Source: an optimization exercise on an open RTL-to-GDS flow (aim: small area). Production flows keep margins and buffers that such runs may drop. The RTL was checked by simulation tests, not by an equivalence proof against the original design. Power is estimated from default activity; no workload was simulated.

old:
==> module packet_filter_fifo, before the edit <==
module packet_filter_fifo #(
  parameter int WIDTH_DATA_BYTES  = 8,
  parameter int WIDTH_HDR_A_BYTES = 6,
  parameter int WIDTH_HDR_B_BYTES = 4,
  parameter int FIFO_DEPTH        = 16,
  parameter int MAX_PKT_BEATS     = 8
) (
  input  logic                               clk_host,
  input  logic                               rst_n,
  input  logic                               in_valid,
  input  logic                               in_sop,
  input  logic                               in_eop,
  input  logic [WIDTH_DATA_BYTES-1:0]        in_byteen,
  input  logic [WIDTH_DATA_BYTES*8-1:0]      in_data,
  input  logic [WIDTH_HDR_A_BYTES*8-1:0]     in_headerA,
  input  logic [WIDTH_HDR_B_BYTES*8-1:0]     in_headerB,
  output logic                               out_valid,
  input  logic                               out_ready,
  output logic                               out_sop,
  output logic                               out_eop,
  output logic [WIDTH_DATA_BYTES-1:0]        out_byteen,
  output logic [WIDTH_DATA_BYTES*8-1:0]      out_data,
  output logic [WIDTH_HDR_B_BYTES*8-1:0]     out_headerB,
  input  logic                               cfg_match_en,
  input  logic [WIDTH_HDR_A_BYTES*8-1:0]     cfg_match_addr,
  output logic [$clog2(FIFO_DEPTH):0]        fifo_level,
  output logic [15:0]                        cnt_accepted,
  output logic [15:0]                        cnt_drop_filter,
  output logic [15:0]                        cnt_drop_full,
  output logic [15:0]                        cnt_truncated
);
  localparam int AW = $clog2(FIFO_DEPTH);
  localparam int LW = AW + 1;
  localparam int CW = $clog2(MAX_PKT_BEATS);
  localparam int DW = WIDTH_DATA_BYTES * 9 + WIDTH_HDR_B_BYTES * 8;   
  logic            acc, pend, head_sop;
  logic [CW-1:0]   beat_cnt;
  logic [LW-1:0]   level;
  logic [DW-1:0]   mem [0:FIFO_DEPTH-1];
  logic [FIFO_DEPTH-1:0] mem_eop;
  logic [DW-1:0]   head;
  logic sop_in, filt_rej, space_rej, admit, beat_in;
  logic take, take_eop, trunc_max, flush_early, pop;
  assign fifo_level = level;
  assign out_valid  = (level[LW-1:1] != '0) || (level[0] && !(acc || pend));
  always_comb begin
    sop_in      = in_valid && in_sop;
    beat_in     = acc && in_valid && !in_sop;
    filt_rej    = cfg_match_en && (in_headerA != cfg_match_addr) && (in_headerA != '1);
    space_rej   = level > LW'(FIFO_DEPTH - MAX_PKT_BEATS);
    admit       = sop_in && !filt_rej && !space_rej;
    trunc_max   = beat_in && !in_eop && (beat_cnt == CW'(MAX_PKT_BEATS - 1));
    take        = admit || beat_in;
    take_eop    = in_eop || trunc_max;
    flush_early = acc && sop_in;
    pop         = out_valid && out_ready;
  end
  function automatic logic [15:0] sat_inc(input logic [15:0] v, input logic en);
    sat_inc = (en && v != 16'hFFFF) ? v + 16'd1 : v;
  endfunction
  always_ff @(posedge clk_host or negedge rst_n) begin
    if (!rst_n) begin
      acc             <= 1'b0;
      pend            <= 1'b0;
      head_sop        <= 1'b1;
      beat_cnt        <= '0;
      level           <= '0;
      cnt_accepted    <= '0;
      cnt_drop_filter <= '0;
      cnt_drop_full   <= '0;
      cnt_truncated   <= '0;
    end else begin
      if (take) begin
        acc  <= !take_eop;
        pend <= take_eop;
      end else begin
        if (in_valid) acc <= 1'b0;
        pend <= 1'b0;
      end
      if (admit)     beat_cnt <= CW'(1);
      else if (take) beat_cnt <= beat_cnt + 1'b1;
      level <= level + LW'(take) - LW'(pop);
      if (pop) head_sop <= out_eop;
      cnt_accepted    <= sat_inc(cnt_accepted, admit);
      cnt_drop_filter <= sat_inc(cnt_drop_filter, sop_in && filt_rej);
      cnt_drop_full   <= sat_inc(cnt_drop_full, sop_in && !filt_rej && space_rej);
      cnt_truncated   <= sat_inc(cnt_truncated, trunc_max || flush_early);
    end
  end
  always_ff @(posedge clk_host) begin
    if (take) begin
      mem[0]     <= {in_byteen, in_data, in_headerB};
      mem_eop    <= {mem_eop[FIFO_DEPTH-2:1], mem_eop[0] || flush_early, take_eop};
      for (int i = 1; i < FIFO_DEPTH; i++) mem[i] <= mem[i-1];
    end else if (flush_early) begin
      mem_eop[0] <= 1'b1;
    end
  end
  always_comb begin
    head    = '0;
    out_eop = 1'b0;
    for (int i = 0; i < FIFO_DEPTH; i++)
      if (level == LW'(i + 1)) begin
        head    = head | mem[i];
        out_eop = out_eop | mem_eop[i];
      end
  end
  assign out_sop     = head_sop;
  assign out_byteen  = head[DW-1 -: WIDTH_DATA_BYTES];
  assign out_data    = head[WIDTH_HDR_B_BYTES*8 +: WIDTH_DATA_BYTES*8];
  assign out_headerB = head[WIDTH_HDR_B_BYTES*8-1:0];
endmodule
Settings: LEC_CHECK=0, CAP_MARGIN=10, CORE_MARGIN=2, CORE_UTILIZATION=65, SLEW_MARGIN=10; clock period 6.0 ns.
standard.sh (not shown) runs the stock make flow with config.mk's settings and CLKGATE_MAP_FILE= SYNTH_SCRIPT=/design/flow/synth_recipe.tcl, a recipe that flattens the netlist after the stock synthesis.
==> flow/flow/run.sh <==
#!/bin/bash
set -euo pipefail
bash standard.sh \
  BUFFER_PORTS_ARGS="-buffer_cell sky130_fd_sc_hd__buf_1" \
  CTS_ARGS="-sink_clustering_enable -repair_clock_nets -dont_use_dummy_load -buf_list sky130_fd_sc_hd__clkbuf_4 -sink_clustering_size 10 -sink_clustering_max_diameter 40" \
  finish > make_finish.log 2>&1
old: full flow OK, the timing, design-rule and antenna checks passed
Input changes introduced in new (baseline for comparison: old):
-- flow/design.v --
<<< old, line 97
    end
  end
  always_comb begin
    head    = '0;
    out_eop = 1'b0;
    for (int i = 0; i < FIFO_DEPTH; i++)
      if (level == LW'(i + 1)) begin
        head    = head | mem[i];
        out_eop = out_eop | mem_eop[i];
      end
  end
  assign out_sop     = head_sop;
>>> new, line 97
    end
  end
  logic [FIFO_DEPTH-1:0] rsel;
  logic [DW:0]           grp_n [0:(FIFO_DEPTH+2)/3-1];
  always_comb begin
    for (int i = 0; i < FIFO_DEPTH; i++) rsel[i] = (level == LW'(i + 1));
    for (int g = 0; g < (FIFO_DEPTH + 2) / 3; g++) begin
      grp_n[g] = '1;
      for (int k = 3 * g; k < 3 * g + 3 && k < FIFO_DEPTH; k++)
        grp_n[g] = grp_n[g] & ~({mem_eop[k], mem[k]} & {(DW+1){rsel[k]}});
    end
  end
  always_comb begin
    logic [DW:0] all_n;
    all_n = '1;
    for (int g = 0; g < (FIFO_DEPTH + 2) / 3; g++) all_n = all_n & grp_n[g];
    {out_eop, head} = ~all_n;
  end
  assign out_sop     = head_sop;
==> run notes <==
- new ended with every stage complete and zero timing, DRC or antenna violations.
- In the metrics for old and new, the one carrying the lower post-synthesis cell count is new.
- On worst slew margin relative to its limit, new does worse than old.
- Number of instances in the placed design in new is 33 below old.
- Delta (new minus old): die area dropped 310 um2, worst path setup slack after routing went up by 0.17 ns, worst setup timing slack at the placement stage -0.048 ns, maximum resistive drop on vdd went up.
- Cell area after layout came out lower on new than on old.
- On new: total number of vias is 480 lower than what old gave.
- Compared with old, new shows a transition time of the tightest slew-check pin that is 0.066 ns higher.
- Adder and majority cell fraction of the synthesized area essentially unchanged between old and new.
- Clock group share of total power for new: 0.6 points down relative to old
- In new the share of the core filled with cells in the final layout turned out 0.18 points lower than in old.
- Of the two candidates, old has the worse shortest period the worst path allows and new the better one.

---

The RTL this note starts from:
==> flow/design.v <==
module packet_filter_fifo #(
  parameter int WIDTH_DATA_BYTES  = 8,
  parameter int WIDTH_HDR_A_BYTES = 6,
  parameter int WIDTH_HDR_B_BYTES = 4,
  parameter int FIFO_DEPTH        = 16,
  parameter int MAX_PKT_BEATS     = 8
) (
  input  logic                               clk_host,
  input  logic                               rst_n,
  input  logic                               in_valid,
  input  logic                               in_sop,
  input  logic                               in_eop,
  input  logic [WIDTH_DATA_BYTES-1:0]        in_byteen,
  input  logic [WIDTH_DATA_BYTES*8-1:0]      in_data,
  input  logic [WIDTH_HDR_A_BYTES*8-1:0]     in_headerA,
  input  logic [WIDTH_HDR_B_BYTES*8-1:0]     in_headerB,
  output logic                               out_valid,
  input  logic                               out_ready,
  output logic                               out_sop,
  output logic                               out_eop,
  output logic [WIDTH_DATA_BYTES-1:0]        out_byteen,
  output logic [WIDTH_DATA_BYTES*8-1:0]      out_data,
  output logic [WIDTH_HDR_B_BYTES*8-1:0]     out_headerB,
  input  logic                               cfg_match_en,
  input  logic [WIDTH_HDR_A_BYTES*8-1:0]     cfg_match_addr,
  output logic [$clog2(FIFO_DEPTH):0]        fifo_level,
  output logic [15:0]                        cnt_accepted,
  output logic [15:0]                        cnt_drop_filter,
  output logic [15:0]                        cnt_drop_full,
  output logic [15:0]                        cnt_truncated
);
  localparam int AW = $clog2(FIFO_DEPTH);
  localparam int LW = AW + 1;
  localparam int CW = $clog2(MAX_PKT_BEATS);
  localparam int DW = WIDTH_DATA_BYTES * 9 + WIDTH_HDR_B_BYTES * 8;   
  logic            acc, pend, head_sop;
  logic [CW-1:0]   beat_cnt;
  logic [LW-1:0]   level;
  logic [AW-1:0]   rd_idx;
  logic [DW-1:0]   mem [0:FIFO_DEPTH-1];
  logic [FIFO_DEPTH-1:0] mem_eop;
  logic [DW-1:0]   head;
  logic sop_in, filt_rej, space_rej, admit, beat_in;
  logic take, take_eop, trunc_max, flush_early, pop;
  assign fifo_level = level;
  assign out_valid  = (level[LW-1:1] != '0) || (level[0] && !(acc || pend));
  assign rd_idx     = level[AW-1:0] - 1'b1;
  always_comb begin
    sop_in      = in_valid && in_sop;
    beat_in     = acc && in_valid && !in_sop;
    filt_rej    = cfg_match_en && (in_headerA != cfg_match_addr) && (in_headerA != '1);
    space_rej   = level > LW'(FIFO_DEPTH - MAX_PKT_BEATS);
    admit       = sop_in && !filt_rej && !space_rej;
    trunc_max   = beat_in && !in_eop && (beat_cnt == CW'(MAX_PKT_BEATS - 1));
    take        = admit || beat_in;
    take_eop    = in_eop || trunc_max;
    flush_early = acc && sop_in;
    pop         = out_valid && out_ready;
  end
  function automatic logic [15:0] sat_inc(input logic [15:0] v, input logic en);
    sat_inc = (en && v != 16'hFFFF) ? v + 16'd1 : v;
  endfunction
  always_ff @(posedge clk_host or negedge rst_n) begin
    if (!rst_n) begin
      acc             <= 1'b0;
      pend            <= 1'b0;
      head_sop        <= 1'b1;
      beat_cnt        <= '0;
      level           <= '0;
      cnt_accepted    <= '0;
      cnt_drop_filter <= '0;
      cnt_drop_full   <= '0;
      cnt_truncated   <= '0;
    end else begin
      if (take) begin
        acc  <= !take_eop;
        pend <= take_eop;
      end else begin
        if (in_valid) acc <= 1'b0;
        pend <= 1'b0;
      end
      if (admit)     beat_cnt <= CW'(1);
      else if (take) beat_cnt <= beat_cnt + 1'b1;
      level <= level + LW'(take) - LW'(pop);
      if (pop) head_sop <= out_eop;
      cnt_accepted    <= sat_inc(cnt_accepted, admit);
      cnt_drop_filter <= sat_inc(cnt_drop_filter, sop_in && filt_rej);
      cnt_drop_full   <= sat_inc(cnt_drop_full, sop_in && !filt_rej && space_rej);
      cnt_truncated   <= sat_inc(cnt_truncated, trunc_max || flush_early);
    end
  end
  always_ff @(posedge clk_host) begin
    if (take) begin
      mem[0]     <= {in_byteen, in_data, in_headerB};
      mem_eop    <= {mem_eop[FIFO_DEPTH-2:1], mem_eop[0] || flush_early, take_eop};
      for (int i = 1; i < FIFO_DEPTH; i++) mem[i] <= mem[i-1];
    end else if (flush_early) begin
      mem_eop[0] <= 1'b1;
    end
  end
  assign head        = mem[rd_idx];
  assign out_sop     = head_sop;
  assign out_eop     = mem_eop[rd_idx];
  assign out_byteen  = head[DW-1 -: WIDTH_DATA_BYTES];
  assign out_data    = head[WIDTH_HDR_B_BYTES*8 +: WIDTH_DATA_BYTES*8];
  assign out_headerB = head[WIDTH_HDR_B_BYTES*8-1:0];
endmodule
==> flow/config.mk <==
export PLATFORM = sky130hd
export DESIGN_NAME = packet_filter_fifo
export DESIGN_NICKNAME = packet_filter_fifo
export VERILOG_FILES = /design/flow/design.v
export SDC_FILE = /design/flow/constraint.sdc
export NUM_CORES = 4
export LEC_CHECK = 0
export CAP_MARGIN = 20
export CORE_MARGIN = 2
export CORE_UTILIZATION = 45
export SLEW_MARGIN = 20
==> flow/constraint.sdc <==
create_clock -name core_clock -period 6.0 [get_ports {clk_host}]
set_input_delay 1.2000 -clock core_clock [delete_from_list [all_inputs] [get_ports {clk_host}]]
set_output_delay 1.2000 -clock core_clock [all_outputs]
set_load 0.01 [all_outputs]
run.sh (not shown) runs the stock make flow with config.mk's settings and CLKGATE_MAP_FILE= SYNTH_SCRIPT=/design/flow/synth_recipe.tcl, a recipe that flattens the netlist after the stock synthesis.
Stock flow here: none of the scripts above is used.
Change:
--- a/flow/design.v
+++ b/flow/design.v
@@ -37,5 +37,5 @@
   logic [CW-1:0]   beat_cnt;
   logic [LW-1:0]   level;
-  logic [AW-1:0]   rd_idx;
+  logic [AW-1:0]   rd_ptr, wr_ptr;
   logic [DW-1:0]   mem [0:FIFO_DEPTH-1];
   logic [FIFO_DEPTH-1:0] mem_eop;
@@ -45,5 +45,5 @@
   assign fifo_level = level;
   assign out_valid  = (level[LW-1:1] != '0) || (level[0] && !(acc || pend));
-  assign rd_idx     = level[AW-1:0] - 1'b1;
+  assign wr_ptr     = rd_ptr + level[AW-1:0];
   always_comb begin
     sop_in      = in_valid && in_sop;
@@ -68,4 +68,5 @@
       beat_cnt        <= '0;
       level           <= '0;
+      rd_ptr          <= '0;
       cnt_accepted    <= '0;
       cnt_drop_filter <= '0;
@@ -83,5 +84,8 @@
       else if (take) beat_cnt <= beat_cnt + 1'b1;
       level <= level + LW'(take) - LW'(pop);
-      if (pop) head_sop <= out_eop;
+      if (pop) begin
+        rd_ptr   <= rd_ptr + 1'b1;
+        head_sop <= mem_eop[rd_ptr];
+      end
       cnt_accepted    <= sat_inc(cnt_accepted, admit);
       cnt_drop_filter <= sat_inc(cnt_drop_filter, sop_in && filt_rej);
@@ -91,15 +95,16 @@
   end
   always_ff @(posedge clk_host) begin
-    if (take) begin
-      mem[0]     <= {in_byteen, in_data, in_headerB};
-      mem_eop    <= {mem_eop[FIFO_DEPTH-2:1], mem_eop[0] || flush_early, take_eop};
-      for (int i = 1; i < FIFO_DEPTH; i++) mem[i] <= mem[i-1];
-    end else if (flush_early) begin
-      mem_eop[0] <= 1'b1;
+    for (int i = 0; i < FIFO_DEPTH; i++) begin
+      if (take && wr_ptr == AW'(i)) begin
+        mem[i]     <= {in_byteen, in_data, in_headerB};
+        mem_eop[i] <= take_eop;
+      end else if (flush_early && wr_ptr == AW'(i + 1)) begin
+        mem_eop[i] <= 1'b1;
+      end
     end
   end
-  assign head        = mem[rd_idx];
+  assign head        = mem[rd_ptr];
   assign out_sop     = head_sop;
-  assign out_eop     = mem_eop[rd_idx];
+  assign out_eop     = mem_eop[rd_ptr];
   assign out_byteen  = head[DW-1 -: WIDTH_DATA_BYTES];
   assign out_data    = head[WIDTH_HDR_B_BYTES*8 +: WIDTH_DATA_BYTES*8];
What happened: The changed run produced a clean layout; wire length is higher by 14%; sequential power is lower by about 7%; total power is lower by 11%; fmax is lower by 2.2%; critical path depth is lower by 3; synthesized cell count is higher by 1.1%.

static timing again, ports no longer ideal:
No port has a modelled driver above. Below, the same layouts with a new extraction and two added sets of constraints.
Step 1 assumes that a clkbuf_16 drives the clock port and a buf_2 every other input.
Step 2, shift: input delay + t, output delay - t, t = (earliest + latest rising clock arrival at the registers) / 2. This alone moves slack from input paths to output paths.
Three values: no drivers, after step 1, after step 2; two values: the first two.
| run | shift t [ns] | setup WS [ns] | worst setup path after step 2 | worst data-port slew with drivers (ns) |
|---|---|---|---|---|
| old | 1.194 | 0.520 / 0.455 / 1.097 | input to register | 0.14 |
| new | 1.212 | 0.690 / 0.625 / 0.953 | input to register | 0.12 |
| the first run of note 2 | 0.879 | 0.215 / 0.139 / 1.018 | register to output | 0.15 |
| the second run of note 2 | 0.868 | 0.085 / 0.011 / 0.789 | input to register | 0.19 |
After both steps setup and hold are still met in every run listed.
